Context: an optimization exercise on an open-source flow, tuned for small area, a short achievable clock period and few clock cycles. The choices shown serve that exercise and are no tape-out recipe.
RTL that was checked went through simulation tests only; none was proved equivalent to the original.
For runs 1 to 3 and 5, only the layout was checked, not whether the RTL still works.

==> flow/design.v <==
package alu_seq_pkg;
    localparam int ALU_OP_W = 5;
    localparam logic [ALU_OP_W-1:0] ALU_ADD    = 5'd0;
    localparam logic [ALU_OP_W-1:0] ALU_SUB    = 5'd1;
    localparam logic [ALU_OP_W-1:0] ALU_AND    = 5'd2;
    localparam logic [ALU_OP_W-1:0] ALU_OR     = 5'd3;
    localparam logic [ALU_OP_W-1:0] ALU_XOR    = 5'd4;
    localparam logic [ALU_OP_W-1:0] ALU_SLT    = 5'd5;
    localparam logic [ALU_OP_W-1:0] ALU_SLTU   = 5'd6;
    localparam logic [ALU_OP_W-1:0] ALU_SLL    = 5'd7;
    localparam logic [ALU_OP_W-1:0] ALU_SRL    = 5'd8;
    localparam logic [ALU_OP_W-1:0] ALU_SRA    = 5'd9;
    localparam logic [ALU_OP_W-1:0] ALU_MUL    = 5'd16;
    localparam logic [ALU_OP_W-1:0] ALU_MULH   = 5'd17;
    localparam logic [ALU_OP_W-1:0] ALU_MULHSU = 5'd18;
    localparam logic [ALU_OP_W-1:0] ALU_MULHU  = 5'd19;
    localparam logic [ALU_OP_W-1:0] ALU_DIV    = 5'd20;
    localparam logic [ALU_OP_W-1:0] ALU_DIVU   = 5'd21;
    localparam logic [ALU_OP_W-1:0] ALU_REM    = 5'd22;
    localparam logic [ALU_OP_W-1:0] ALU_REMU   = 5'd23;
    localparam logic [2:0] PH_EXE  = 3'd0;   
    localparam logic [2:0] PH_MUL  = 3'd1;   
    localparam logic [2:0] PH_DABS = 3'd2;   
    localparam logic [2:0] PH_DALN = 3'd3;   
    localparam logic [2:0] PH_DIT  = 3'd4;   
    localparam logic [2:0] PH_DFIX = 3'd5;   
endpackage
module alu_lzc #(
    parameter int XLEN = 32,
    parameter int CW   = $clog2(XLEN) + 1
) (
    input  logic [XLEN-1:0] x,
    output logic [CW-1:0]   n
);
    always_comb begin
        n = CW'(XLEN);
        for (int i = 0; i < XLEN; i++)
            if (x[i]) n = CW'(XLEN - 1 - i);
    end
endmodule
import alu_seq_pkg::*;
module alu_seq #(
    parameter int XLEN    = 32,
    parameter int SHAMT_W = $clog2(XLEN)
) (
    input  logic                clk,
    input  logic                rst_n,
    input  logic                flush,
    input  logic                in_valid,
    output logic                in_ready,
    input  logic [ALU_OP_W-1:0] op,
    input  logic                alu_src,
    input  logic [XLEN-1:0]     src1,
    input  logic [XLEN-1:0]     src2,
    input  logic [XLEN-1:0]     imm,
    output logic                out_valid,
    input  logic                out_ready,
    output logic [XLEN-1:0]     result,
    output logic                zero,
    output logic                busy
);
    localparam int CW = SHAMT_W + 1;
    logic                xv_q;       
    logic                xfin_q;     
    logic [2:0]          ph_q;
    logic [ALU_OP_W-1:0] xop_q;
    logic [XLEN-1:0]     xa_q, xb_q;
    logic [XLEN:0]       p_q;        
    logic [SHAMT_W-1:0]  cnt_q;
    logic                negq_q, negr_q;
    logic                v0_q, v1_q;
    logic [XLEN-1:0]     r0_q, r1_q;
    logic [XLEN-1:0] op2;
    logic            accept, can_wr, wr, xadv, head_free;
    logic            in_mul, in_div, in_sgn, in_sa, in_sb;
    assign op2       = alu_src ? imm : src2;
    assign in_ready  = !xv_q || (xfin_q && !v1_q);
    assign accept    = in_valid && in_ready && !flush;
    assign can_wr    = !v1_q || out_ready;
    assign wr        = xv_q && xfin_q && can_wr;
    assign xadv      = !xfin_q || can_wr;
    assign head_free = !v0_q || out_ready;
    assign in_mul = (op[4:2] == 3'b100);
    assign in_div = (op[4:2] == 3'b101);
    assign in_sgn = in_div && !op[0];
    assign in_sa  = in_sgn && src1[XLEN-1];
    assign in_sb  = in_sgn && op2[XLEN-1];
    logic            sub_mode, is_dabs, is_daln, is_dit, is_dfix, is_mul;
    logic [XLEN-1:0] add_a, add_b;
    logic [XLEN:0]   add_s;
    logic            slt, sltu;
    assign is_mul  = (ph_q == PH_MUL);
    assign is_dabs = (ph_q == PH_DABS);
    assign is_daln = (ph_q == PH_DALN);
    assign is_dit  = (ph_q == PH_DIT);
    assign is_dfix = (ph_q == PH_DFIX);
    assign sub_mode = xop_q[4] || (xop_q == ALU_SUB) ||
                      (xop_q == ALU_SLT) || (xop_q == ALU_SLTU);
    assign add_a    = is_dabs ? '0 : xa_q;
    assign add_b    = sub_mode ? ~xb_q : xb_q;
    assign add_s    = {1'b0, add_a} + {1'b0, add_b} + {{XLEN{1'b0}}, sub_mode};
    assign sltu     = !add_s[XLEN];
    assign slt      = (xa_q[XLEN-1] ^ xb_q[XLEN-1]) ? xa_q[XLEN-1] : add_s[XLEN-1];
    logic [CW-1:0]      za, zb;
    logic [CW:0]        zdiff;
    logic               b_zero, q_zero;
    logic [SHAMT_W-1:0] sh_amt;
    logic [XLEN-1:0]    sh_in, sh_t, sh_r, sh_out;
    logic               sh_left, sh_fill;
    alu_lzc #(.XLEN(XLEN)) u_lza (.x(xa_q), .n(za));
    alu_lzc #(.XLEN(XLEN)) u_lzb (.x(xb_q), .n(zb));
    assign zdiff  = {1'b0, zb} - {1'b0, za};
    assign b_zero = zb[CW-1];
    assign q_zero = zdiff[CW];
    assign sh_in   = is_daln ? xb_q : xa_q;
    assign sh_amt  = is_daln ? zdiff[SHAMT_W-1:0] : xb_q[SHAMT_W-1:0];
    assign sh_left = is_daln || (xop_q == ALU_SLL);
    assign sh_fill = (xop_q == ALU_SRA) && xa_q[XLEN-1];
    always_comb begin
        for (int i = 0; i < XLEN; i++)
            sh_t[i] = sh_left ? sh_in[XLEN-1-i] : sh_in[i];
        sh_r = XLEN'($signed({sh_fill, sh_t}) >>> sh_amt);
        for (int i = 0; i < XLEN; i++)
            sh_out[i] = sh_left ? sh_r[XLEN-1-i] : sh_r[i];
    end
    logic [XLEN-1:0] base_res;
    always_comb begin
        case (xop_q)
            ALU_ADD, ALU_SUB:         base_res = add_s[XLEN-1:0];
            ALU_AND:                  base_res = xa_q & xb_q;
            ALU_OR:                   base_res = xa_q | xb_q;
            ALU_XOR:                  base_res = xa_q ^ xb_q;
            ALU_SLT:                  base_res = {{(XLEN-1){1'b0}}, slt};
            ALU_SLTU:                 base_res = {{(XLEN-1){1'b0}}, sltu};
            ALU_SLL, ALU_SRL, ALU_SRA: base_res = sh_out;
            default:                  base_res = '0;
        endcase
    end
    logic               m_sa, m_sb, m_last;
    logic signed [XLEN:0]   m_a;
    logic signed [8:0]      m_d;
    logic signed [XLEN+9:0] m_sum;
    logic [XLEN-1:0]        m_lo, m_hi;
    assign m_sa   = xop_q[0] ^ xop_q[1];            
    assign m_sb   = xop_q[0] && !xop_q[1];          
    assign m_last = (cnt_q[1:0] == 2'd3);
    assign m_a    = $signed({m_sa && xa_q[XLEN-1], xa_q});
    assign m_d    = $signed({m_sb && m_last && xb_q[7], xb_q[7:0]});
    assign m_sum  = $signed(p_q) + m_a * m_d;
    assign m_lo   = {m_sum[7:0], xb_q[XLEN-1:8]};
    assign m_hi   = m_sum[XLEN+7:8];
    logic [XLEN-1:0] neg_in, neg_out, div_res;
    logic            d_ge;
    assign neg_in  = (is_dfix && !xop_q[1]) ? p_q[XLEN-1:0] : xa_q;
    assign neg_out = -neg_in;
    assign d_ge    = add_s[XLEN];
    assign div_res = xop_q[1] ? (negr_q ? neg_out : xa_q)
                              : (negq_q ? neg_out : p_q[XLEN-1:0]);
    logic [XLEN-1:0] x_res;
    assign x_res = is_mul  ? ((xop_q[1:0] == 2'd0) ? m_lo : m_hi)
                 : is_dfix ? div_res
                 : base_res;
    always_ff @(posedge clk or negedge rst_n) begin
        if (!rst_n) begin
            xv_q   <= 1'b0;
            xfin_q <= 1'b0;
            ph_q   <= PH_EXE;
            v0_q   <= 1'b0;
            v1_q   <= 1'b0;
        end else if (flush) begin
            xv_q <= 1'b0;
            v0_q <= 1'b0;
            v1_q <= 1'b0;
        end else begin
            if (head_free) begin
                v0_q <= v1_q || wr;
                v1_q <= v1_q && wr;
            end else if (wr) begin
                v1_q <= 1'b1;
            end
            if (accept) begin
                xv_q   <= 1'b1;
                xfin_q <= !(in_mul || in_div);
                ph_q   <= in_mul ? PH_MUL
                        : in_div ? ((in_sa || in_sb) ? PH_DABS : PH_DALN)
                        : PH_EXE;
            end else if (xv_q && xadv) begin
                unique case (ph_q)
                    PH_MUL: begin
                        if (m_last) xv_q <= 1'b0;
                        xfin_q <= (cnt_q[1:0] == 2'd2);
                    end
                    PH_DABS: ph_q <= PH_DALN;
                    PH_DALN: begin
                        if (b_zero || q_zero) begin
                            ph_q   <= PH_DFIX;
                            xfin_q <= 1'b1;
                        end else begin
                            ph_q <= PH_DIT;
                        end
                    end
                    PH_DIT: begin
                        if (cnt_q == '0) begin
                            ph_q   <= PH_DFIX;
                            xfin_q <= 1'b1;
                        end
                    end
                    default: xv_q <= 1'b0;
                endcase
            end
        end
    end
    always_ff @(posedge clk) begin
        if (accept) begin
            xop_q  <= op;
            xa_q   <= src1;
            xb_q   <= op2;
            p_q    <= '0;
            cnt_q  <= '0;
            negq_q <= in_sa ^ in_sb;
            negr_q <= in_sa;
        end else if (xv_q && xadv) begin
            unique case (ph_q)
                PH_MUL: begin
                    p_q   <= m_sum[XLEN+8:8];
                    xb_q  <= m_lo;
                    cnt_q <= cnt_q + 1'b1;
                end
                PH_DABS: begin
                    if (xa_q[XLEN-1]) xa_q <= neg_out;
                    if (xb_q[XLEN-1]) xb_q <= add_s[XLEN-1:0];
                end
                PH_DALN: begin
                    if (b_zero) begin
                        p_q    <= '1;
                        negq_q <= 1'b0;
                    end else if (!q_zero) begin
                        xb_q  <= sh_out;
                        cnt_q <= zdiff[SHAMT_W-1:0];
                    end
                end
                PH_DIT: begin
                    if (d_ge) xa_q <= add_s[XLEN-1:0];
                    p_q   <= {p_q[XLEN-1:0], d_ge};
                    xb_q  <= xb_q >> 1;
                    cnt_q <= cnt_q - 1'b1;
                end
                default: ;
            endcase
        end
        if (head_free) begin
            if (v1_q) r0_q <= r1_q;
            else if (wr) r0_q <= x_res;
            if (v1_q && wr) r1_q <= x_res;
        end else if (wr) begin
            r1_q <= x_res;
        end
    end
    assign out_valid = v0_q;
    assign result    = r0_q;
    assign zero      = (r0_q == '0);
    assign busy      = xv_q || v1_q;
endmodule
==> flow/run.sh <==
#!/bin/bash
# synth_recipe.tcl (not shown) runs the flow's synth.tcl, then flattens the netlist and writes it again
# the make line also repeats each setting of config.mk as NAME=value (left out here)
make -C /OpenROAD-flow-scripts/flow DESIGN_CONFIG=/design/flow/config.mk WORK_HOME=/design/flow/orfs CLKGATE_MAP_FILE= SYNTH_SCRIPT=/design/flow/synth_recipe.tcl finish
==> flow/config.mk <==
export PLATFORM = sky130hd
export DESIGN_NAME = alu_seq
export DESIGN_NICKNAME = alu_seq
export VERILOG_FILES = /design/flow/design.v
export SDC_FILE = /design/flow/constraint.sdc
export NUM_CORES = 4
export LEC_CHECK = 0
export CAP_MARGIN = 20
export CORE_MARGIN = 2
export CORE_UTILIZATION = 40
export PLACE_DENSITY = 0.6
export SLEW_MARGIN = 20
==> flow/constraint.sdc <==
create_clock -name core_clock -period 12.0 [get_ports {clk}]
set_input_delay 2.4000 -clock core_clock [delete_from_list [all_inputs] [get_ports {clk}]]
set_output_delay 2.4000 -clock core_clock [all_outputs]
set_load 0.01 [all_outputs]
==> flow_summary.yaml, run 1 <==
global_routing:
  met3_usage_pct: 18.0
  grt_use_total_pct: 43.3
  grt_busiest_layer: "met2"
  grt_overflow: 0
  met2_usage_pct: 58.9
  grt_max_degree: 64
  grt_pass1_wl_um: 246000
  grt_pass1_vias: 31200
  gr-usage-met1_pct: 56.5
  antenna_found_initial: 19
cells_and_area:
  regArea_um2: 4990
  syn2layout_area_growth_pct: 11.2
  fin_cells: 4954
  drive_above_1_share_pct: 7.77
  layout.nets: 4469
  layout_commonest_cell: "nand2_1"
  multi_input_area_um2: 24000
  layout_common_cells: "492 x nand2_1, 389 x nor2_1, 295 x inv_1, 274 x fa_1, 242 x a21oi_1"
  n_fill_cell: 7838
floorplan:
  die-area_um2: 80200
  rows: 102
  ios: 143
  core-area_um2: 77300
  die_height_um: 283
  die_w_um: 283
  start_util_pct: 40.3
clocking:
  cts_setup_buffers: 0
  clkSinkCount: 180
  cts_tree: "yes"
  cts.repair.resized: 0
  path_clk_slew_ns: 0.09
  cts-root-buf: "clkbuf_16"
  cts_buffers: 17
  clock_path_buffers: 2
  ctsHtreeMaxLevel: 4
  clkLatencyLatePin_ns: 0.53
  cts_hold_buffers: 0
synth:
  synth_largest_area_cell: "fa_1"
  synth_cell_type_count: 98
  ys_warn_count: 2
  synth_edf_count: 135
  synth-seq-area-share_pct: 16.0
  syn-num-nets: 4445
  syn_area_per_cell_um2: 8.07
  synth-main-ff-cell: "edfxtp_1"
  synth.top_cells.by_area: "fa_1 18%, edfxtp_1 13%, ha_1 8.1%, nand2_1 5.9%, nor2_1 4.7%"
  async_flop_share_pct: 3.89
  synth_area_um2: 31200
  netlist_instances: 3861
  synth_seq_cells: 180
  synth_top_area_share_pct: 17.6
critical_path:
  crit_arrival_ns: 9.05
  crit_path_max_incr_delay_ns: 0.82
  start_kind: "flip-flop"
  cp_max_fo: 33
  r2r_start: "xop_q[1]"
  crit_required_ns: 12.29
  end_kind: "flip-flop"
  cp_common_cell: "fa_1"
  reg2reg_depth: 27
  critPathKind: "reg -> reg"
  critPathLaunch: "xop_q[1]"
  slowest_stage: "a2111oi_1"
outcome:
  status: "complete, no violations"
placement:
  dpl.hpwl_um: 135000
  gp_congestion: 1.12
  place_ws_ns: 3.56
  dp_cells: 4903
  io_buffers: 142
timing:
  slew_headroom_pct: 8.13
  rsz0062_at_grt: "no"
  setup_viol: 0
  finalSetupTns_ns: 0
  max_freq_mhz: 114
  worst_slack_ns: 3.25
  worst_slew_pin_slew_ns: 1.37
  maxSlewViolCount: 0
  finalCritPeriodShare_pct: 73.0
  fin_crit_ns: 8.75
  skew_ns: 0.0212
  finalHoldViolations: 0
min_path:
  min_path_type: "reg -> reg"
  min_path_cells: 2
  worstHoldStart: "r1_q[31]"
detailed_routing:
  ant_nets: 0
  drt-initial-drc-count: 5524
  vias_per_cell: 6.81
  drcViolationCount: 0
  drt_wl_total_um: 177000
  wl_per_cell_um: 35.8
  dr.pass1.iters: 10
  num_vias: 33700
job:
  cap_violations: 0
-- worst max-delay path: cells and delay by family, from the launching register on --
family                   cells  cell delay (ns)
AO/OA/AOI/OAI                7             2.68
adder cells (fa/ha/maj)      7             3.07
buffers and inverters        7             1.19
flip-flops                   1             0.37
multiplexers                 2             0.69
AND/OR/NAND/NOR              4             0.49
-- routing by layer --
| layer | part of all wire (%) | up-vias |
|---|---|---|
| li1 | - | 13800 |
| met1 | 39 | 16400 |
| met2 | 39 | 2842 |
| met3 | 14 | 724 |
| met4 | 7.7 | 14 |
| met5 | 0.097 | - |
-- per-stage QoR --
| step | util (%) | hold WS (ns) | cell area (µm²) |
|---|---|---|---|
| floorplan | - | 0.476 | 31200 |
| detailed placement | 43.9 | 0.515 | 34000 |
| global route | 44.8 | 0.562 | 34600 |
| finish | 44.8 | 0.537 | 34700 |
| global placement | 43.9 | 0.507 | 34000 |
| CTS | 44.7 | 0.540 | 34600 |
-- state kept, by name (all words and copies together) (netlist names), 3 cells and up --
signal,cells
r1_q,32
xb_q,32
ph_q,3
p_q,33
r0_q,32
xop_q,5
xa_q,32
cnt_q,5
-- Yosys cell counts, drive strengths merged (25+ instances only) --
| cell | count |
|---|---|
| nand2 | 493 |
| nor2 | 394 |
| inv | 296 |
| fa | 274 |
| a21oi | 245 |
| clkbuf | 231 |
| o21ai | 230 |
| ha | 203 |
| edfxtp | 135 |
| mux2i | 125 |
| xnor2 | 113 |
| nor3 | 61 |
| buf | 58 |
| a221oi | 57 |
| o221ai | 56 |
| a211oi | 53 |
| o211ai | 50 |
| nand3 | 49 |
| a31oi | 48 |
| mux2 | 43 |
| a21o | 39 |
| dfxtp | 38 |
| xor2 | 37 |
| nor4 | 33 |
| o21a | 31 |
| a22oi | 28 |
| o22ai | 28 |
| nand4 | 26 |
| o31ai | 25 |
-- area by class of cell --
cell class / instances / share of cell area (%)
clock inverter: 12 / 0.390
tap: 1040 / 3.75
clock buffer: 20 / 1.32
antenna: 16 / 0.116
timing repair buffer: 294 / 7.40
multi-input combinational: 3074 / 69.2
inverter: 318 / 3.45
sequential: 180 / 14.4
-- path summary, 6_finish.rpt --
path | endpoint | slack, ns
max | r0_q[28] | 3.25
min | r0_q[31] | 0.54
max reg2reg | r0_q[28] | 3.25
min reg2reg | r0_q[31] | 0.54
max in group asynchronous | v1_q | 9.62
min in group asynchronous | ph_q[1] | 2.12
-- logic make-up (layout without fill, tap and decap cells) --
logic type | Yosys count | in the layout | synth area share [%]
adders and majority gates | 477 | 477 | 25.7
DFF | 180 | 180 | 16.0
xor gates and xnor gates | 150 | 150 | 4.21
and+or+nand+nor | 1195 | 1195 | 16.7
muxes | 183 | 183 | 6.66
buffers and inverters | 607 | 644 | 7.55
AOI/OAI and AO/OA | 1069 | 1069 | 23.1
other | 0 | 16 | 0
==> inputs of run 2 (changes only) <==
--- a/flow/design.v
+++ b/flow/design.v
@@ -39,4 +39,56 @@
     end
 endmodule
+module alu_mac8 (
+    input  logic [32:0] p,
+    input  logic [32:0] a,
+    input  logic [7:0]  b,
+    input  logic        bprev,
+    input  logic        ext,
+    output logic [40:0] s
+);
+    logic [8:0]  bb;
+    logic [40:0] r0, r1, r2, r3, rp, rx, nk;
+    logic [3:0]  negs;
+    assign bb = {b, bprev};
+    function automatic logic [34:0] booth_row(input logic [2:0] g, input logic [32:0] x);
+        logic        one, two, neg;
+        logic [33:0] sel, t;
+        one = g[1] ^ g[0];
+        two = (g[2] & ~g[1] & ~g[0]) | (~g[2] & g[1] & g[0]);
+        neg = g[2];
+        sel = ({34{one}} & {x[32], x}) | ({34{two}} & {x, 1'b0});
+        t   = sel ^ {34{neg}};
+        booth_row = {neg, ~t[33], t[32:0]};
+    endfunction
+    logic [34:0] b0, b1, b2, b3;
+    assign b0 = booth_row(bb[2:0], a);
+    assign b1 = booth_row(bb[4:2], a);
+    assign b2 = booth_row(bb[6:4], a);
+    assign b3 = booth_row(bb[8:6], a);
+    assign negs = {b3[34], b2[34], b1[34], b0[34]};
+    assign r0 = 41'(b0[33:0]);
+    assign r1 = 41'(b1[33:0]) << 2;
+    assign r2 = 41'(b2[33:0]) << 4;
+    assign r3 = 41'(b3[33:0]) << 6;
+    assign rp = 41'({~p[32], p[31:0]});
+    assign rx = ext ? (41'({~a[32], a[31:0]}) << 8) : (41'd1 << 40);
+    localparam logic [40:0] K = -(41'd1 << 32) - (41'd1 << 33) - (41'd1 << 35)
+                              - (41'd1 << 37) - (41'd1 << 39) - (41'd1 << 40);
+    assign nk = K | {34'd0, negs[3], 1'b0, negs[2], 1'b0, negs[1], 1'b0, negs[0]};
+    function automatic logic [81:0] csa(input logic [40:0] x, input logic [40:0] y,
+                                        input logic [40:0] z);
+        logic [40:0] sm, cy;
+        sm  = x ^ y ^ z;
+        cy  = (x & y) | (x & z) | (y & z);
+        csa = {sm, cy[39:0], 1'b0};
+    endfunction
+    logic [81:0] t1, t2, t3, t4, t5;
+    assign t1 = csa(r0, r1, r2);
+    assign t2 = csa(r3, rp, rx);
+    assign t3 = csa(t1[81:41], t1[40:0], t2[81:41]);
+    assign t4 = csa(t3[81:41], t3[40:0], t2[40:0]);
+    assign t5 = csa(t4[81:41], t4[40:0], nk);
+    assign s  = t5[81:41] + t5[40:0];
+endmodule
 import alu_seq_pkg::*;
 module alu_seq #(
@@ -69,4 +121,5 @@
     logic [SHAMT_W-1:0]  cnt_q;
     logic                negq_q, negr_q;
+    logic                bprev_q;    
     logic                v0_q, v1_q;
     logic [XLEN-1:0]     r0_q, r1_q;
@@ -137,15 +190,18 @@
         endcase
     end
-    logic               m_sa, m_sb, m_last;
-    logic signed [XLEN:0]   m_a;
-    logic signed [8:0]      m_d;
-    logic signed [XLEN+9:0] m_sum;
-    logic [XLEN-1:0]        m_lo, m_hi;
+    logic            m_sa, m_sb, m_last;
+    logic [40:0]     m_sum;
+    logic [XLEN-1:0] m_lo, m_hi;
     assign m_sa   = xop_q[0] ^ xop_q[1];            
     assign m_sb   = xop_q[0] && !xop_q[1];          
     assign m_last = (cnt_q[1:0] == 2'd3);
-    assign m_a    = $signed({m_sa && xa_q[XLEN-1], xa_q});
-    assign m_d    = $signed({m_sb && m_last && xb_q[7], xb_q[7:0]});
-    assign m_sum  = $signed(p_q) + m_a * m_d;
+    alu_mac8 u_mac (
+        .p     (p_q),
+        .a     ({m_sa && xa_q[XLEN-1], xa_q}),
+        .b     (xb_q[7:0]),
+        .bprev (bprev_q),
+        .ext   (m_last && !m_sb && xb_q[7]),
+        .s     (m_sum)
+    );
     assign m_lo   = {m_sum[7:0], xb_q[XLEN-1:8]};
     assign m_hi   = m_sum[XLEN+7:8];
@@ -218,4 +274,5 @@
             p_q    <= '0;
             cnt_q  <= '0;
+            bprev_q <= 1'b0;
             negq_q <= in_sa ^ in_sb;
             negr_q <= in_sa;
@@ -224,4 +281,5 @@
                 PH_MUL: begin
                     p_q   <= m_sum[XLEN+8:8];
+                    bprev_q <= xb_q[7];
                     xb_q  <= m_lo;
                     cnt_q <= cnt_q + 1'b1;
--- a/flow/config.mk
+++ b/flow/config.mk
@@ -6,7 +6,9 @@
 export NUM_CORES = 4
 export LEC_CHECK = 0
+export ABC_AREA = 1
 export CAP_MARGIN = 20
 export CORE_MARGIN = 2
 export CORE_UTILIZATION = 40
 export PLACE_DENSITY = 0.6
+export SETUP_SLACK_MARGIN = 5
 export SLEW_MARGIN = 20
==> run 2 against run 1 <==
  * Still clean on timing, DRC and antenna
  * Clock skew rose by 0.013 ns
  * First-iteration DRC count fell by 3.9%
  * Global-route usage down 3.1 points
  * Critical endpoint is now r0_q[31]
  * Largest cell class unchanged
==> flow_summary.yaml, run 2 <==
critical_path:
  cp_max_fo: 40
  slowest_stage: "o21ai_1"
  reg2reg_depth: 25
  crit_arrival_ns: 7.27
  crit_required_ns: 12.27
  cp_common_cell: "nand2_1"
  crit_path_max_incr_delay_ns: 0.79
  crit_buf_inv: 3
  critPathKind: "reg -> reg"
  critPathTopFamily: "simple AND/OR/NAND/NOR gates"
  path_depth: 25
  end_kind: "flip-flop"
  start_kind: "flip-flop"
clocking:
  cts_hold_buffers: 0
  cts_buffers: 17
  clkLatencyLatePin_ns: 0.54
  cts_tree: "yes"
  path_clk_slew_ns: 0.11
  clkSinkCount: 181
  clock_path_buffers: 2
  ctsHtreeMaxLevel: 4
  cts-root-buf: "clkbuf_16"
global_routing:
  antenna_found_initial: 4
  grt_use_total_pct: 40.1
  grt_max_degree: 70
  grt_pass1_wl_um: 208000
  grt_pass1_vias: 28900
  grt_overflow: 0
floorplan:
  die-area_um2: 72300
  rows: 97
  die_w_um: 269
  ios: 143
  die_height_um: 269
  core-area_um2: 69800
  start_util_pct: 40.2
timing:
  setup_viol: 0
  rsz0062_at_grt: "no"
  worst_slew_pin_slew_ns: 1.13
  finalCritPeriodShare_pct: 58.4
  holdWs_ns: 0.499
  skew_ns: 0.0346
  fin_crit_ns: 7.00
  slew_headroom_pct: 24.5
  finalSetupTns_ns: 0
  maxSlewViolCount: 0
  finalHoldViolations: 0
  max_freq_mhz: 143
synth:
  async_flop_share_pct: 3.87
  synth.top_cells.by_area: "edfxtp_1 14%, nand2_1 13%, ha_1 9.3%, fa_1 9.1%, xor2_1 6.9%"
  synth-main-ff-cell: "edfxtp_1"
  syn_area_per_cell_um2: 6.81
  synth_area_um2: 28100
  synth_seq_cells: 181
  synth_largest_area_cell: "edfxtp_1"
  synth_most_common_cell: "nand2_1"
  synth_edf_count: 135
  synth_top_area_share_pct: 14.4
  synth_cell_type_count: 62
  synthTopCellsByCount: "990 x nand2_1, 480 x inv_1, 287 x nand3_1"
  syn-num-nets: 4565
  netlist_instances: 4122
  synth-seq-area-share_pct: 17.8
  ys_warn_count: 3
job:
  cap_violations: 0
cells_and_area:
  largest_reg_flops: 33
  n_fill_cell: 7320
  largest-register: "p_q"
  layout.nets: 4570
  fin_cells: 5088
  layout_common_cells: "987 x nand2_1, 470 x inv_1, 283 x nand3_1, 246 x a21oi_1, 235 x nor2_1"
  layout_commonest_cell: "nand2_1"
  multi_input_area_um2: 20300
  regArea_um2: 5010
  drive_above_1_share_pct: 6.62
  syn2layout_area_growth_pct: 11.7
outcome:
  status: "complete, no violations"
min_path:
  min_path_type: "reg -> reg"
  min_path_cells: 2
detailed_routing:
  vias_per_cell: 6.28
  num_vias: 32000
  ant_nets: 0
  drt-initial-drc-count: 5311
  dr.pass1.iters: 12
  drt_wl_total_um: 148000
  wl_per_cell_um: 29.0
  drcViolationCount: 0
placement:
  gp_congestion: 1.10
  dp_cells: 5029
  dpl.hpwl_um: 110000
  io_buffers: 142
run 2: cell types whose count changed after synthesis, sizes merged, moves of 139 or more:
cell | previous run | this run
nand3 | 49 | 287
inv | 296 | 505
xor2 | 37 | 221
nor2 | 394 | 255
nand2 | 493 | 995
fa | 274 | 127
run 2: repair_timing:
item	4_1_cts	5_1_grt
cloned	1	2
setup buffers	0	16
gates resized for setup	9	69
pin swaps	0	1
endpoints found under the setup margin	42	95
run 2: path summary, 6_finish.rpt:
path                                from        to  slack, ns
min in group asynchronous          rst_n      v1_q       2.36
worst max register to register  xop_q[1]  r0_q[31]       5.00
worst max-delay path            xop_q[1]  r0_q[31]       5.00
worst min-delay path             p_q[14]   p_q[14]       0.50
worst min register to register   p_q[14]   p_q[14]       0.50
max in group asynchronous          rst_n   ph_q[2]       9.11
run 2: final cells by class:
type                       instances  share of cell area (%)
inverter                         510                    6.27
timing repair inverter             2                  0.0479
clock inverter                    15                   0.575
timing repair buffer             237                    7.33
tap                              940                    3.75
clock buffer                      17                    1.36
multi-input combinational       3178                    64.6
sequential                       181                    16.0
antenna                            8                  0.0638
run 2: logic make-up (layout without fill, tap and decap cells):
| family | count (synthesis) | after routing | synth area share, % |
|---|---|---|---|
| AOI/OAI and AO/OA | 932 | 932 | 20.4 |
| xor gates and xnor gates | 244 | 244 | 7.61 |
| other | 0 | 8 | 0 |
| and+or+nand+nor | 1633 | 1633 | 24.1 |
| muxes | 33 | 33 | 1.26 |
| buffers and inverters | 763 | 781 | 10.5 |
| DFF | 181 | 181 | 17.8 |
| adders and majority gates | 336 | 336 | 18.4 |
run 2: stage by stage:
stage	util [%]	cell area [µm²]	setup WS (ns)
floorplan	-	28100	6.05
CTS	44.3	30900	5.02
detailed placement	43.4	30300	4.62
finish	44.9	31400	5.00
global placement	43.4	30300	4.62
global route	44.9	31300	4.98
run 2: metal layers:
| metal | global-route usage (%) | up-vias | routed length (µm) |
|---|---|---|---|
| met5 | 1.01 | - | 407 |
| met4 | 26.3 | 12 | 11800 |
| met3 | 14.2 | 600 | 21500 |
| met2 | 55.0 | 2519 | 57300 |
| met1 | 52.7 | 14900 | 56700 |
| li1 | - | 13900 | - |
run 2: worst register-to-register path: cells and delay by family (launching register included):
family / cells / cell delay (ns)
AO/OA/AOI/OAI: 4 / 1.42
buffers and inverters: 3 / 1.07
XOR/XNOR: 1 / 0.18
AND/OR/NAND/NOR: 15 / 2.68
flip-flops: 1 / 0.43
adder cells (fa/ha/maj): 2 / 0.92
==> inputs of run 3 (changes only) <==
--- a/flow/design.v
+++ b/flow/design.v
@@ -122,15 +122,14 @@
     logic                negq_q, negr_q;
     logic                bprev_q;    
-    logic                v0_q, v1_q;
-    logic [XLEN-1:0]     r0_q, r1_q;
+    logic                v0_q;
+    logic [XLEN-1:0]     r0_q;
     logic [XLEN-1:0] op2;
     logic            accept, can_wr, wr, xadv, head_free;
     logic            in_mul, in_div, in_sgn, in_sa, in_sb;
     assign op2       = alu_src ? imm : src2;
-    assign in_ready  = !xv_q || (xfin_q && !v1_q);
+    assign in_ready  = !xv_q || (xfin_q && head_free);
     assign accept    = in_valid && in_ready && !flush;
-    assign can_wr    = !v1_q || out_ready;
-    assign wr        = xv_q && xfin_q && can_wr;
-    assign xadv      = !xfin_q || can_wr;
+    assign wr        = xv_q && xfin_q && head_free;
+    assign xadv      = !xfin_q || head_free;
     assign head_free = !v0_q || out_ready;
     assign in_mul = (op[4:2] == 3'b100);
@@ -223,16 +222,9 @@
             ph_q   <= PH_EXE;
             v0_q   <= 1'b0;
-            v1_q   <= 1'b0;
         end else if (flush) begin
             xv_q <= 1'b0;
             v0_q <= 1'b0;
-            v1_q <= 1'b0;
         end else begin
-            if (head_free) begin
-                v0_q <= v1_q || wr;
-                v1_q <= v1_q && wr;
-            end else if (wr) begin
-                v1_q <= 1'b1;
-            end
+            if (head_free) v0_q <= wr;
             if (accept) begin
                 xv_q   <= 1'b1;
@@ -307,15 +299,9 @@
             endcase
         end
-        if (head_free) begin
-            if (v1_q) r0_q <= r1_q;
-            else if (wr) r0_q <= x_res;
-            if (v1_q && wr) r1_q <= x_res;
-        end else if (wr) begin
-            r1_q <= x_res;
-        end
+        if (wr) r0_q <= x_res;
     end
     assign out_valid = v0_q;
     assign result    = r0_q;
     assign zero      = (r0_q == '0);
-    assign busy      = xv_q || v1_q;
+    assign busy      = xv_q;
 endmodule
--- a/flow/config.mk
+++ b/flow/config.mk
@@ -6,9 +6,7 @@
 export NUM_CORES = 4
 export LEC_CHECK = 0
-export ABC_AREA = 1
 export CAP_MARGIN = 20
 export CORE_MARGIN = 2
 export CORE_UTILIZATION = 40
 export PLACE_DENSITY = 0.6
-export SETUP_SLACK_MARGIN = 5
 export SLEW_MARGIN = 20
==> run 3 against run 2 <==
  * Still clean
  * Clock skew decreased by 0.013 ns
  * Register-to-register slack lost 1.8 ns
  * Critical endpoint is now r0_q[29]
  * Largest cell class unchanged
  * Core utilization decreased by 0.51 points
==> flow_summary.yaml, run 3 <==
clocking:
  cts_tree: "yes"
  cts-root-buf: "clkbuf_16"
  cts_buffers: 17
  path_clk_slew_ns: 0.08
  clkLatencyLatePin_ns: 0.52
  cts_setup_buffers: 0
  ctsHtreeMaxLevel: 4
  clock_path_buffers: 2
  cts_hold_buffers: 0
  clkSinkCount: 148
  cts.repair.resized: 0
detailed_routing:
  dr.pass1.iters: 7
  met2WireLength_um: 74700
  vias_per_cell: 7.18
  drt-initial-drc-count: 6658
  top_layer_used: "met5"
  wl_per_cell_um: 36.5
  num_vias: 38200
  ant_nets: 0
  wl_met3_um: 29100
  wl_met1_um: 75500
  drt_wl_total_um: 194000
  drcViolationCount: 0
critical_path:
  r2r_start: "xb_q[1]"
  reg2reg_depth: 23
  start_kind: "flip-flop"
  crit_arrival_ns: 8.98
  rr_endpoint: "r0_q[29]"
  cp_max_fo: 64
  end_kind: "flip-flop"
  reg2reg_slack_ns: 3.25
  crit_required_ns: 12.22
  critPathKind: "reg -> reg"
timing:
  worst_slack_ns: 3.25
  finalCritPeriodShare_pct: 72.9
  fin_crit_ns: 8.75
  maxSlewViolCount: 0
  rsz0062_at_grt: "no"
  finalHoldViolations: 0
  worst_slew_pin_slew_ns: 1.28
  slew_headroom_pct: 14.6
  setup_viol: 0
  finalSetupTns_ns: 0
  max_freq_mhz: 114
  skew_ns: 0.0211
  holdWs_ns: 0.528
floorplan:
  start_util_pct: 40.5
  die-area_um2: 80700
  rows: 102
  die_w_um: 284
  die_height_um: 284
  core-area_um2: 77600
  ios: 143
synth:
  netlist_instances: 4368
  synth-main-ff-cell: "edfxtp_1"
  synth_seq_cells: 148
  synth_edf_count: 103
  synth_top_area_share_pct: 9.85
  async_flop_share_pct: 4.05
  synth-seq-area-share_pct: 12.8
  syn_area_per_cell_um2: 7.19
  synth_cell_type_count: 104
  syn-num-nets: 4811
  ys_warn_count: 3
  synth_most_common_cell: "a21oi_1"
  synth_largest_area_cell: "edfxtp_1"
  synthTopCellsByCount: "570 x a21oi_1, 425 x nor2_1, 390 x nand2_1"
  synth_area_um2: 31400
  synth.top_cells.by_area: "edfxtp_1 9.9%, a21oi_1 9.1%, ha_1 8.3%, fa_1 8.1%, nor2_1 5.1%"
cells_and_area:
  layout_common_cells: "570 x a21oi_1, 416 x nor2_1, 388 x nand2_1, 268 x inv_1, 257 x o21ai_0"
  syn2layout_area_growth_pct: 9.79
  fin_area_um2: 34500
  n_fill_cell: 8098
  largest-register: "p_q"
  drive_above_1_share_pct: 7.91
  layout.nets: 4703
  largest_reg_flops: 33
  layout_commonest_cell: "a21oi_1"
global_routing:
  grt_max_degree: 89
  antenna_found_initial: 16
  grt_overflow: 0
  grt_pass1_vias: 33800
  grt_pass1_wl_um: 269000
  grt_use_total_pct: 46.3
placement:
  io_buffers: 142
  post_dp_cell_area_um2: 33800
  place_ws_ns: 3.70
  gp_congestion: 1.12
  dpl.hpwl_um: 143000
job:
  cap_violations: 0
min_path:
  min_path_type: "reg -> reg"
  worstHoldStart: "cnt_q[2]"
  min_path_cells: 2
  holdPathEnd: "cnt_q[2]"
outcome:
  status: "complete, no violations"
## run 3: cell types whose count changed after synthesis, sizes merged, moves of 43 or more
| cell | change |
|---|---|
| mux2i | +105 |
| o31ai | +59 |
| xor2 | -191 |
| a221oi | +49 |
| inv | -225 |
| nor2 | +172 |
| a211oi | +71 |
| a22oi | +57 |
| nand2 | -605 |
| nand3 | -226 |
| o22ai | -43 |
| clkbuf | +145 |
| xnor2 | +113 |
| a21oi | +319 |
## run 3: final cells by class
cell class              instances  area [µm²]  area share [%]
inverters                     294        1110            3.21
clock buffers                  17         425            1.23
flip-flops and latches        148        4030            11.7
well taps                    1040        1300            3.78
repair buffers                313        2720            7.89
multi-input cells            3486       24700            71.6
clock inverters                15         194           0.563
diodes                         12        30.0          0.0871
## run 3: stage by stage
stage          utilization, %  cells
3_3_place_gp             43.6   5279
4_1_cts                  44.4   5312
5_1_grt                  44.4   5315
3_5_place_dp             43.6   5280
2_1_floorplan               -   4368
6_report                 44.4   5325
## run 3: routing by layer
layer	up-vias	global-route usage, %
li1	15800	-
met1	18500	61.5
met2	3192	62.1
met3	714	18.8
met4	10	27.6
met5	-	0
## run 3: cell families after synthesis
kind of cell	Yosys count	synth area share [%]
muxes	161	6.21
and+or+nand+nor	1164	16.8
adders and majority gates	337	16.5
DFF	148	12.8
xor gates and xnor gates	166	4.63
buffers and inverters	734	9.10
AOI/OAI and AO/OA	1658	34.0
## run 3: critical path, stage by stage (launching register included)
cell and delay (ns):
edfxtp_1 0.35, buf_4 0.61, inv_2 0.49, buf_4 0.35, nor2_2 0.12, buf_4 0.48
a21oi_1 0.14, o22ai_1 0.16, a21oi_1 0.09, fa_1 0.43, fa_1 0.57, inv_1 0.07
fa_1 0.48, inv_1 0.05, ha_1 0.27, ha_1 0.41, a21oi_1 0.16, o21ai_0 0.10
a221oi_1 0.89, nand4_1 0.28, a41oi_1 0.63, o21bai_1 0.22, o41ai_1 0.83, nor3_1 0.14
## run 3: worst max-delay path by stage
stage / from / to / slack [ns] / cells after the start
6_report: xb_q[1] / r0_q[29] / 3.25 / 23
5_1_grt: xb_q[1] / r0_q[29] / 3.20 / 23
4_1_cts: xb_q[1] / r0_q[29] / 3.65 / 23
3_5_place_dp: xb_q[1] / r0_q[29] / 3.70 / 23
3_3_place_gp: xb_q[1] / r0_q[29] / 3.68 / 23
2_1_floorplan: xop_q[1] / xa_q[0] / 5.25 / 19
==> inputs of run 4 (changes only) <==
--- a/flow/design.v
+++ b/flow/design.v
@@ -114,5 +114,4 @@
     localparam int CW = SHAMT_W + 1;
     logic                xv_q;       
-    logic                xfin_q;     
     logic [2:0]          ph_q;
     logic [ALU_OP_W-1:0] xop_q;
@@ -122,14 +121,15 @@
     logic                negq_q, negr_q;
     logic                bprev_q;    
-    logic                v0_q;
-    logic [XLEN-1:0]     r0_q;
+    logic                v0_q, v1_q;
+    logic [XLEN-1:0]     r0_q, r1_q;
     logic [XLEN-1:0] op2;
-    logic            accept, can_wr, wr, xadv, head_free;
+    logic            accept, can_wr, wr, xadv, head_free, x_fin;
     logic            in_mul, in_div, in_sgn, in_sa, in_sb;
     assign op2       = alu_src ? imm : src2;
-    assign in_ready  = !xv_q || (xfin_q && head_free);
+    assign in_ready  = !xv_q || (x_fin && !v1_q);
     assign accept    = in_valid && in_ready && !flush;
-    assign wr        = xv_q && xfin_q && head_free;
-    assign xadv      = !xfin_q || head_free;
+    assign can_wr    = !v1_q || out_ready;
+    assign wr        = xv_q && x_fin && can_wr;
+    assign xadv      = !x_fin || can_wr;
     assign head_free = !v0_q || out_ready;
     assign in_mul = (op[4:2] == 3'b100);
@@ -212,22 +212,42 @@
     assign div_res = xop_q[1] ? (negr_q ? neg_out : xa_q)
                               : (negq_q ? neg_out : p_q[XLEN-1:0]);
+    logic [XLEN-1:0] d_q, d_r;
+    logic            d_fix;
+    assign d_q   = is_dit ? {p_q[XLEN-2:0], d_ge} : (b_zero ? '1 : '0);
+    assign d_r   = (is_dit && d_ge) ? add_s[XLEN-1:0] : xa_q;
+    assign d_fix = xop_q[1] ? negr_q : negq_q;
+    always_comb begin
+        unique case (ph_q)
+            PH_MUL:  x_fin = m_last;
+            PH_DABS: x_fin = 1'b0;
+            PH_DALN: x_fin = (b_zero || q_zero) && !(xop_q[1] && negr_q);
+            PH_DIT:  x_fin = (cnt_q == '0) && !d_fix;
+            default: x_fin = 1'b1;
+        endcase
+    end
     logic [XLEN-1:0] x_res;
     assign x_res = is_mul  ? ((xop_q[1:0] == 2'd0) ? m_lo : m_hi)
                  : is_dfix ? div_res
+                 : (is_daln || is_dit) ? (xop_q[1] ? d_r : d_q)
                  : base_res;
     always_ff @(posedge clk or negedge rst_n) begin
         if (!rst_n) begin
             xv_q   <= 1'b0;
-            xfin_q <= 1'b0;
             ph_q   <= PH_EXE;
             v0_q   <= 1'b0;
+            v1_q   <= 1'b0;
         end else if (flush) begin
             xv_q <= 1'b0;
             v0_q <= 1'b0;
+            v1_q <= 1'b0;
         end else begin
-            if (head_free) v0_q <= wr;
+            if (head_free) begin
+                v0_q <= v1_q || wr;
+                v1_q <= v1_q && wr;
+            end else if (wr) begin
+                v1_q <= 1'b1;
+            end
             if (accept) begin
                 xv_q   <= 1'b1;
-                xfin_q <= !(in_mul || in_div);
                 ph_q   <= in_mul ? PH_MUL
                         : in_div ? ((in_sa || in_sb) ? PH_DABS : PH_DALN)
@@ -235,13 +255,10 @@
             end else if (xv_q && xadv) begin
                 unique case (ph_q)
-                    PH_MUL: begin
-                        if (m_last) xv_q <= 1'b0;
-                        xfin_q <= (cnt_q[1:0] == 2'd2);
-                    end
+                    PH_MUL: if (m_last) xv_q <= 1'b0;
                     PH_DABS: ph_q <= PH_DALN;
                     PH_DALN: begin
                         if (b_zero || q_zero) begin
-                            ph_q   <= PH_DFIX;
-                            xfin_q <= 1'b1;
+                            if (x_fin) xv_q <= 1'b0;
+                            ph_q <= PH_DFIX;
                         end else begin
                             ph_q <= PH_DIT;
@@ -250,6 +267,6 @@
                     PH_DIT: begin
                         if (cnt_q == '0) begin
-                            ph_q   <= PH_DFIX;
-                            xfin_q <= 1'b1;
+                            if (x_fin) xv_q <= 1'b0;
+                            ph_q <= PH_DFIX;
                         end
                     end
@@ -282,8 +299,5 @@
                 end
                 PH_DALN: begin
-                    if (b_zero) begin
-                        p_q    <= '1;
-                        negq_q <= 1'b0;
-                    end else if (!q_zero) begin
+                    if (!b_zero && !q_zero) begin
                         xb_q  <= sh_out;
                         cnt_q <= zdiff[SHAMT_W-1:0];
@@ -299,9 +313,15 @@
             endcase
         end
-        if (wr) r0_q <= x_res;
+        if (head_free) begin
+            if (v1_q) r0_q <= r1_q;
+            else if (wr) r0_q <= x_res;
+            if (v1_q && wr) r1_q <= x_res;
+        end else if (wr) begin
+            r1_q <= x_res;
+        end
     end
     assign out_valid = v0_q;
     assign result    = r0_q;
     assign zero      = (r0_q == '0);
-    assign busy      = xv_q;
+    assign busy      = xv_q || v1_q;
 endmodule
--- a/flow/config.mk
+++ b/flow/config.mk
@@ -6,7 +6,9 @@
 export NUM_CORES = 4
 export LEC_CHECK = 0
+export ABC_AREA = 1
 export CAP_MARGIN = 20
 export CORE_MARGIN = 2
 export CORE_UTILIZATION = 40
 export PLACE_DENSITY = 0.6
+export SETUP_SLACK_MARGIN = 5
 export SLEW_MARGIN = 20
==> run 4 against run 3 <==
  * Setup slack improved by 1.3 ns
  * Critical path depth rose by 24
  * Non-clock buffer count fell by 13
  * Sequential cell count rose by 32
  * Global-route usage fell by 2.4 points
  * Critical endpoint is now in_ready
  * Via count fell by 9.6%
  * Wire length fell by 13%
  * Area after synthesis fell by 7.3%
  * Fmax rose by 18%
==> flow_summary.yaml, run 4 <==
outcome:
  status: "complete, no violations"
global_routing:
  antenna_found_initial: 13
  grt_overflow: 0
  grt_pass1_vias: 31400
  grt_max_degree: 76
  grt_use_total_pct: 43.9
  grt_pass1_wl_um: 234000
synth:
  synth_most_common_cell: "nand2_1"
  synth_largest_area_cell: "edfxtp_1"
  async_flop_share_pct: 3.33
  ys_warn_count: 3
  synthTopCellsByCount: "1015 x nand2_1, 532 x inv_1, 341 x nor2_1"
  synth-main-ff-cell: "edfxtp_1"
  synth-seq-area-share_pct: 17.1
  netlist_instances: 4362
  syn-num-nets: 4805
  synth_top_area_share_pct: 13.9
  synth_seq_cells: 180
  synth.top_cells.by_area: "edfxtp_1 14%, nand2_1 13%, ha_1 9.0%, fa_1 8.7%, inv_1 6.9%"
  synth_area_um2: 29100
  syn_area_per_cell_um2: 6.67
  synth_edf_count: 135
  synth_cell_type_count: 64
timing:
  rsz0062_at_grt: "yes"
  slew_headroom_pct: 11.9
  fin_crit_ns: 7.43
  finalCritPeriodShare_pct: 61.9
  worst_slew_pin_slew_ns: 1.32
  finalSetupTns_ns: 0
  max_freq_mhz: 135
  finalHoldViolations: 0
  worst_slack_ns: 4.57
  maxSlewViolCount: 0
  skew_ns: 0.0219
  setup_viol: 0
clocking:
  clkLatencyLatePin_ns: 0.49
  cts-root-buf: "clkbuf_16"
  cts_buffers: 17
  cts_tree: "yes"
  ctsHtreeMaxLevel: 4
  clkSinkCount: 180
  path_clk_slew_ns: 0.09
  clock_path_buffers: 2
  cts_hold_buffers: 0
critical_path:
  crit_required_ns: 9.60
  critPathLaunch: "xa_q[1]"
  reg2reg_slack_ns: 5.00
  crit_arrival_ns: 5.03
  crit_path_max_incr_delay_ns: 0.52
  start_kind: "flip-flop"
  cp_common_cell: "nand2_1"
  slowest_stage: "edfxtp_1"
  critPathKind: "reg -> out"
  reg2reg_depth: 37
  cp_max_fo: 3
  end_kind: "output port"
  critPathTopFamily: "simple AND/OR/NAND/NOR gates"
  rr_endpoint: "r0_q[28]"
  crit_buf_inv: 4
  r2r_start: "xb_q[1]"
floorplan:
  die-area_um2: 75000
  ios: 143
  die_height_um: 274
  die_w_um: 274
  start_util_pct: 40.6
  rows: 98
  core-area_um2: 71700
placement:
  io_buffers: 142
  place_ws_ns: 3.90
  post_dp_cell_area_um2: 31500
  gp_congestion: 1.09
  dpl.hpwl_um: 123000
cells_and_area:
  fin_area_um2: 33200
  drive_above_1_share_pct: 8.22
  largest_reg_flops: 33
  layout_common_cells: "1006 x nand2_1, 518 x inv_1, 332 x nor2_1, 288 x o21ai_0, 270 x nand3_1"
  layout_commonest_cell: "nand2_1"
  syn2layout_area_growth_pct: 14.1
  largest-register: "p_q"
  layout.nets: 4856
detailed_routing:
  vias_per_cell: 6.42
  wl_per_cell_um: 31.5
  dr.pass1.iters: 9
  num_vias: 34500
  drcViolationCount: 0
  drt_wl_total_um: 170000
  ant_nets: 0
  drt-initial-drc-count: 5801
min_path:
  holdPathEnd: "cnt_q[2]"
  min_path_cells: 2
  min_path_type: "reg -> reg"
  worstHoldStart: "cnt_q[2]"
job:
  cap_violations: 0
==> run 4: worst max path at each step <==
stage	cells past startpoint	slack, ns	end
finish	47	4.57	in_ready
global route	47	4.34	in_ready
CTS	47	4.76	in_ready
detailed placement	45	3.90	in_ready
global placement	45	3.85	in_ready
floorplan	46	5.11	xb_q[0]
==> run 4: timing repair <==
action                                 CTS  global route
resized for setup                       55            66
setup buffers                           31            21
setup endpoints to repair              226           199
pin swaps                                9            15
endpoints found under the hold margin    0             0
gates cloned                             4             4
==> run 4: worst register-to-register path, delay by kind of cell (launching register included) <==
kind	cells	cell delay (ns)
xor+xnor	1	0.20
simple gates	14	1.80
flops	1	0.45
compound gates	6	1.04
fa+ha+maj	5	2.09
buf+inv	11	1.29
==> run 4: layout make-up <==
type	count	area (µm²)
multi-input cells	3344	21300
flip-flops and latches	180	4980
repair buffers	300	2910
repair inverters	2	12.5
well taps	950	1190
fillers	7589	38500
inverters	568	2210
clock buffers	18	439
clock inverters	14	180
diodes	8	20.0
==> run 4: per-stage QoR <==
| step | hold WS, ns | instances | util [%] |
|---|---|---|---|
| 3_3_place_gp | 0.466 | 5282 | 44.0 |
| 2_1_floorplan | 0.441 | 4362 | - |
| 6_report | 0.488 | 5384 | 46.3 |
| 3_5_place_dp | 0.468 | 5282 | 44.0 |
| 5_1_grt | 0.508 | 5377 | 46.3 |
| 4_1_cts | 0.480 | 5349 | 45.6 |
==> run 4: cell families after synthesis <==
kind of cell               Yosys count  share of synthesized area [%]
buffers and inverters              838                           11.0
xor gates and xnor gates           246                           7.40
AOI/OAI and AO/OA                  982                           21.0
muxes                                7                          0.241
and+or+nand+nor                   1773                           25.5
adders and majority gates          336                           17.7
DFF                                180                           17.1
==> run 4: layer usage <==
| metal | track usage (%) | share of wire [%] | up-vias |
|---|---|---|---|
| met5 | 0.642 | 0.10 | - |
| met4 | 31.1 | 9.0 | 16 |
| met3 | 16.5 | 15 | 694 |
| met2 | 60.7 | 39 | 2710 |
| met1 | 55.7 | 37 | 16400 |
| li1 | - | - | 14800 |
Testbench counts of run 4, summed over its fixed seeds: cycles 10,672.
==> inputs of run 5 (changes only) <==
--- a/flow/design.v
+++ b/flow/design.v
@@ -117,20 +117,19 @@
     logic [ALU_OP_W-1:0] xop_q;
     logic [XLEN-1:0]     xa_q, xb_q;
-    logic [XLEN:0]       p_q;        
     logic [SHAMT_W-1:0]  cnt_q;
     logic                negq_q, negr_q;
     logic                bprev_q;    
-    logic                v0_q, v1_q;
-    logic [XLEN-1:0]     r0_q, r1_q;
+    logic                p32_q;      
+    logic                v0_q;
+    logic [XLEN-1:0]     r0_q;       
     logic [XLEN-1:0] op2;
-    logic            accept, can_wr, wr, xadv, head_free, x_fin;
+    logic            accept, wr, xadv, head_free, x_fin, x_wp;
     logic            in_mul, in_div, in_sgn, in_sa, in_sb;
     assign op2       = alu_src ? imm : src2;
-    assign in_ready  = !xv_q || (x_fin && !v1_q);
-    assign accept    = in_valid && in_ready && !flush;
-    assign can_wr    = !v1_q || out_ready;
-    assign wr        = xv_q && x_fin && can_wr;
-    assign xadv      = !x_fin || can_wr;
     assign head_free = !v0_q || out_ready;
+    assign in_ready  = !xv_q || (x_fin && head_free);
+    assign accept    = in_valid && in_ready && !flush;
+    assign wr        = xv_q && x_fin && head_free;
+    assign xadv      = !(x_fin || x_wp) || head_free;
     assign in_mul = (op[4:2] == 3'b100);
     assign in_div = (op[4:2] == 3'b101);
@@ -189,12 +188,15 @@
         endcase
     end
-    logic            m_sa, m_sb, m_last;
+    logic            m_sa, m_sb, m_first, m_last;
+    logic [XLEN:0]   m_p;
     logic [40:0]     m_sum;
     logic [XLEN-1:0] m_lo, m_hi;
-    assign m_sa   = xop_q[0] ^ xop_q[1];            
-    assign m_sb   = xop_q[0] && !xop_q[1];          
-    assign m_last = (cnt_q[1:0] == 2'd3);
+    assign m_sa    = xop_q[0] ^ xop_q[1];            
+    assign m_sb    = xop_q[0] && !xop_q[1];          
+    assign m_first = (cnt_q[1:0] == 2'd0);
+    assign m_last  = (cnt_q[1:0] == 2'd3);
+    assign m_p     = m_first ? '0 : {p32_q, r0_q};
     alu_mac8 u_mac (
-        .p     (p_q),
+        .p     (m_p),
         .a     ({m_sa && xa_q[XLEN-1], xa_q}),
         .b     (xb_q[7:0]),
@@ -203,17 +205,25 @@
         .s     (m_sum)
     );
-    assign m_lo   = {m_sum[7:0], xb_q[XLEN-1:8]};
-    assign m_hi   = m_sum[XLEN+7:8];
+    assign m_lo = {m_sum[7:0], xb_q[XLEN-1:8]};
+    assign m_hi = m_sum[XLEN+7:8];
     logic [XLEN-1:0] neg_in, neg_out, div_res;
-    logic            d_ge;
-    assign neg_in  = (is_dfix && !xop_q[1]) ? p_q[XLEN-1:0] : xa_q;
+    logic [XLEN-1:0] rem1, rem2, d_q, d_r;
+    logic [XLEN:0]   sub2;
+    logic            ge1, ge2, d_two, d_last, d_fix;
+    assign ge1    = add_s[XLEN];
+    assign rem1   = ge1 ? add_s[XLEN-1:0] : xa_q;
+    assign sub2   = {1'b0, rem1} - {2'b0, xb_q[XLEN-1:1]};
+    assign ge2    = !sub2[XLEN];
+    assign rem2   = ge2 ? sub2[XLEN-1:0] : rem1;
+    assign d_two  = (cnt_q != '0);
+    assign d_last = (cnt_q[SHAMT_W-1:1] == '0);
+    assign neg_in  = (is_dfix && !xop_q[1]) ? r0_q : xa_q;
     assign neg_out = -neg_in;
-    assign d_ge    = add_s[XLEN];
     assign div_res = xop_q[1] ? (negr_q ? neg_out : xa_q)
-                              : (negq_q ? neg_out : p_q[XLEN-1:0]);
-    logic [XLEN-1:0] d_q, d_r;
-    logic            d_fix;
-    assign d_q   = is_dit ? {p_q[XLEN-2:0], d_ge} : (b_zero ? '1 : '0);
-    assign d_r   = (is_dit && d_ge) ? add_s[XLEN-1:0] : xa_q;
+                              : (negq_q ? neg_out : r0_q);
+    assign d_q   = !is_dit ? (b_zero ? '1 : '0)
+                 : d_two   ? {r0_q[XLEN-3:0], ge1, ge2}
+                 :           {r0_q[XLEN-2:0], ge1};
+    assign d_r   = !is_dit ? xa_q : d_two ? rem2 : rem1;
     assign d_fix = xop_q[1] ? negr_q : negq_q;
     always_comb begin
@@ -222,35 +232,30 @@
             PH_DABS: x_fin = 1'b0;
             PH_DALN: x_fin = (b_zero || q_zero) && !(xop_q[1] && negr_q);
-            PH_DIT:  x_fin = (cnt_q == '0) && !d_fix;
+            PH_DIT:  x_fin = d_last && !d_fix;
             default: x_fin = 1'b1;
         endcase
     end
-    logic [XLEN-1:0] x_res;
+    assign x_wp = is_mul || (is_daln && !(b_zero || q_zero)) || is_dit;
+    logic [XLEN-1:0] x_res, r0_d;
     assign x_res = is_mul  ? ((xop_q[1:0] == 2'd0) ? m_lo : m_hi)
                  : is_dfix ? div_res
                  : (is_daln || is_dit) ? (xop_q[1] ? d_r : d_q)
                  : base_res;
+    assign r0_d  = x_fin ? x_res : is_mul ? m_hi : d_q;
     always_ff @(posedge clk or negedge rst_n) begin
         if (!rst_n) begin
-            xv_q   <= 1'b0;
-            ph_q   <= PH_EXE;
-            v0_q   <= 1'b0;
-            v1_q   <= 1'b0;
+            xv_q <= 1'b0;
+            ph_q <= PH_EXE;
+            v0_q <= 1'b0;
         end else if (flush) begin
             xv_q <= 1'b0;
             v0_q <= 1'b0;
-            v1_q <= 1'b0;
         end else begin
-            if (head_free) begin
-                v0_q <= v1_q || wr;
-                v1_q <= v1_q && wr;
-            end else if (wr) begin
-                v1_q <= 1'b1;
-            end
+            if (head_free) v0_q <= wr;
             if (accept) begin
-                xv_q   <= 1'b1;
-                ph_q   <= in_mul ? PH_MUL
-                        : in_div ? ((in_sa || in_sb) ? PH_DABS : PH_DALN)
-                        : PH_EXE;
+                xv_q <= 1'b1;
+                ph_q <= in_mul ? PH_MUL
+                      : in_div ? ((in_sa || in_sb) ? PH_DABS : PH_DALN)
+                      : PH_EXE;
             end else if (xv_q && xadv) begin
                 unique case (ph_q)
@@ -266,5 +271,5 @@
                     end
                     PH_DIT: begin
-                        if (cnt_q == '0) begin
+                        if (d_last) begin
                             if (x_fin) xv_q <= 1'b0;
                             ph_q <= PH_DFIX;
@@ -278,19 +283,18 @@
     always_ff @(posedge clk) begin
         if (accept) begin
-            xop_q  <= op;
-            xa_q   <= src1;
-            xb_q   <= op2;
-            p_q    <= '0;
-            cnt_q  <= '0;
+            xop_q   <= op;
+            xa_q    <= src1;
+            xb_q    <= op2;
+            cnt_q   <= '0;
             bprev_q <= 1'b0;
-            negq_q <= in_sa ^ in_sb;
-            negr_q <= in_sa;
+            negq_q  <= in_sa ^ in_sb;
+            negr_q  <= in_sa;
         end else if (xv_q && xadv) begin
             unique case (ph_q)
                 PH_MUL: begin
-                    p_q   <= m_sum[XLEN+8:8];
+                    p32_q   <= m_sum[XLEN+8];
+                    xb_q    <= m_lo;
                     bprev_q <= xb_q[7];
-                    xb_q  <= m_lo;
-                    cnt_q <= cnt_q + 1'b1;
+                    cnt_q   <= cnt_q + 1'b1;
                 end
                 PH_DABS: begin
@@ -305,23 +309,16 @@
                 end
                 PH_DIT: begin
-                    if (d_ge) xa_q <= add_s[XLEN-1:0];
-                    p_q   <= {p_q[XLEN-1:0], d_ge};
-                    xb_q  <= xb_q >> 1;
-                    cnt_q <= cnt_q - 1'b1;
+                    xa_q  <= d_r;
+                    xb_q  <= xb_q >> 2;
+                    cnt_q <= cnt_q - 2'd2;
                 end
                 default: ;
             endcase
         end
-        if (head_free) begin
-            if (v1_q) r0_q <= r1_q;
-            else if (wr) r0_q <= x_res;
-            if (v1_q && wr) r1_q <= x_res;
-        end else if (wr) begin
-            r1_q <= x_res;
-        end
+        if (xv_q && xadv && (x_fin || x_wp)) r0_q <= r0_d;
     end
     assign out_valid = v0_q;
     assign result    = r0_q;
     assign zero      = (r0_q == '0);
-    assign busy      = xv_q || v1_q;
+    assign busy      = xv_q;
 endmodule
==> run 5 against run 4 <==
  * Still clean on timing, DRC and antenna
  * Non-clock buffer count rose by 36
  * Wire length rose by 2.4%
  * Setup slack improved by 0.021 ns
  * Core utilization rose by 0.64 points
  * Hold slack improved by 0.0029 ns
  * Register-to-register slack got worse by 0.09 ns
  * Clock skew fell by 0.0026 ns
  * Sequential cell count fell by 65
  * Count of clock-buffer cells in the layout rose by 2
  * Via count rose by 6.3%
==> flow_summary.yaml, run 5 <==
critical_path:
  start_kind: "flip-flop"
  cp_common_cell: "nand2_1"
  critPathKind: "reg -> out"
  end_kind: "output port"
  crit_required_ns: 9.60
  crit_path_max_incr_delay_ns: 0.50
  crit_arrival_ns: 5.01
  cp_max_fo: 2
  slowest_stage: "edfxtp_1"
synth:
  ys_warn_count: 3
  synthAdderAreaFrac_pct: 19.0
  async_flop_share_pct: 4.35
  synth_cell_type_count: 64
  synthTopCellsByCount: "1219 x nand2_1, 575 x inv_1, 338 x a21oi_1"
  synthMuxAreaShare_pct: 0.311
  syn_area_per_cell_um2: 6.23
  synth_compound_gate_area_share_pct: 22.8
  synth_simple_gate_area_share_pct: 26.3
  synth_top_family_by_area: "simple AND/OR/NAND/NOR gates"
  synth_seq_cells: 115
  synth_edf_count: 104
  netlist_instances: 4707
  synth_area_um2: 29300
  synth_most_common_cell: "nand2_1"
  synth.top_cells.by_area: "nand2_1 16%, edfxtp_1 11%, ha_1 10%, fa_1 8.7%, xor2_1 7.5%"
  syn-num-nets: 5183
  synth_largest_area_cell: "nand2_1"
  synth-xor-area-share_pct: 8.54
  synth-main-ff-cell: "edfxtp_1"
  synth-seq-area-share_pct: 11.5
  synth_top_area_share_pct: 15.6
clocking:
  cts_buffers: 17
  path_clk_slew_ns: 0.07
  cts_tree: "yes"
  cts_hold_buffers: 0
  ctsHtreeMaxLevel: 4
  clock_path_buffers: 2
  clkLatencyLatePin_ns: 0.51
  cts-root-buf: "clkbuf_16"
  clkSinkCount: 115
global_routing:
  grt_max_degree: 89
  grt_overflow: 0
  grt_pass1_wl_um: 242000
  grt_pass1_vias: 33300
  antenna_found_initial: 15
  grt_use_total_pct: 44.9
floorplan:
  die_height_um: 275
  ios: 143
  die_w_um: 275
  start_util_pct: 40.3
  rows: 99
  core-area_um2: 72800
  die-area_um2: 75500
timing:
  max_freq_mhz: 135
  rsz0062_at_grt: "yes"
  worst_slew_pin_slew_ns: 1.18
  maxSlewViolCount: 0
  skew_ns: 0.0194
  slew_headroom_pct: 21.5
  finalCritPeriodShare_pct: 61.8
  fin_crit_ns: 7.41
  setup_viol: 0
  finalSetupTns_ns: 0
  finalHoldViolations: 0
min_path:
  min_path_type: "reg -> reg"
cells_and_area:
  layout_common_cells: "1202 x nand2_1, 560 x inv_1, 326 x a21oi_1, 319 x nor2_1, 298 x o21ai_0"
  n_fill_cell: 7800
  largestRegisters: "r0_q x32, xa_q x32, xb_q x32"
  postLayoutCoreUtil_pct: 47.0
  syn2layout_area_growth_pct: 16.6
  drive_above_1_share_pct: 8.84
  layout.nets: 5269
  layout_commonest_cell: "nand2_1"
placement:
  io_buffers: 142
  dpl.hpwl_um: 125000
  gp_congestion: 1.05
detailed_routing:
  drcViolationCount: 0
  drt_wl_total_um: 174000
  drt-initial-drc-count: 5691
  ant_nets: 0
  num_vias: 36700
  vias_per_cell: 6.35
  dr.pass1.iters: 10
  wl_per_cell_um: 30.1
job:
  cap_violations: 0
outcome:
  status: "complete, no violations"
==> run 5: cell count changes after synthesis, moves of 25 or more <==
cell and delta:
nand2_1 +204, a221oi_1 -67, o22ai_1 +29, dfxtp_1 -33, o221ai_1 -44, o21ai_0 +25
nand3_1 -59, edfxtp_1 -31, inv_1 +43, a21oi_1 +158, ha_1 +33, a211oi_1 +27
xor2_1 +40
==> run 5: final cells by class <==
type	instances	area, µm²	area share, %
multi-input cells	3714	23400	68.3
repair buffers	336	3250	9.50
repair inverters	1	5.00	0.0146
well taps	959	1200	3.51
diodes	14	35.0	0.102
inverters	608	2380	6.95
clock inverters	12	159	0.465
flip-flops and latches	115	3370	9.85
clock buffers	20	437	1.28
==> run 5: worst max-delay path: cells and delay by family, from the launching register on <==
family / cells / cell delay (ns)
AO/OA/AOI/OAI: 4 / 0.48
adder cells (fa/ha/maj): 2 / 0.53
buffers and inverters: 5 / 0.46
flip-flops: 1 / 0.50
AND/OR/NAND/NOR: 38 / 2.54
==> run 5: path summary, 6_finish.rpt <==
path / start / end / slack [ns] / cells past startpoint
max: xb_q[0] / in_ready / 4.59 / 49
min: bprev_q / bprev_q / 0.49 / 2
max reg2reg: xb_q[0] / xa_q[26] / 4.91 / 48
min reg2reg: bprev_q / bprev_q / 0.49 / 2
max in group asynchronous: rst_n / ph_q[2] / 9.39 / 1
min in group asynchronous: rst_n / xv_q / 2.23 / 1
==> run 5: per-stage QoR <==
step                      cell area [µm²]  instances  setup WS (ns)  hold WS [ns]
final                               34200       5779           4.59         0.491
after global routing                34200       5767           4.28         0.547
after CTS                           33500       5740           4.64         0.494
after detailed placement            31900       5651           3.15         0.482
after global placement              31900       5651           3.32         0.474
after floorplan                     29300       4707           5.39         0.454
==> run 5: kinds of logic (layout without fill, tap and decap cells) <==
logic type	count (synthesis)	in the layout
mux	9	9
simple gates	1882	1890
fa+ha+maj	369	369
xor+xnor	286	286
buf+inv	886	977
compound gates	1160	1160
flops	115	115
other cells	0	14
==> run 5: repair_timing <==
item,in CTS,in global routing
setup buffers,43,20
cloned,14,3
gates resized for setup,110,111
pin swaps,14,34
setup endpoints to repair,211,144
==> run 5: layer usage <==
metal	track usage, %	vias to the layer above	wire length [µm]
li1	-	15800	-
met5	0.815	-	157
met4	36.9	14	18100
met1	55.2	17100	63300
met3	17.4	816	25600
met2	61.5	2983	66600

[what the ideal ports hide]
Ports are ideal in the flow. The routed layouts listed here were re-timed in OpenROAD.
Step 1 (the two cells are an assumption about what drives the block):
set clk [get_ports {clk}]
set_driving_cell -lib_cell sky130_fd_sc_hd__clkbuf_16 $clk
set_driving_cell -lib_cell sky130_fd_sc_hd__buf_2 [delete_from_list [all_inputs] $clk]
Step 2 moves the port delays by t, midway between the first and last clock arrival at a register: inputs arrive t later, outputs are due t later. That takes back most of the time a late clock gives input paths.
a / b / c = ideal ports / drivers / drivers and shift; a / b = the first two.
run | t, ns | setup WS [ns] | clock arrival spread, ns
run 1 | 0.593 | 3.245 / 3.245 / 3.245 | 0.021 / 0.022
run 2 | 0.583 | 4.998 / 4.998 / 4.998 | 0.034 / 0.034
run 3 | 0.579 | 3.246 / 3.246 / 3.246 | 0.022 / 0.021
run 4 | 0.534 | 4.567 / 4.508 / 4.997 | 0.022 / 0.022
run 5 | 0.565 | 4.588 / 4.526 / 4.905 | 0.019 / 0.019
After both steps every run listed still meets setup and hold.
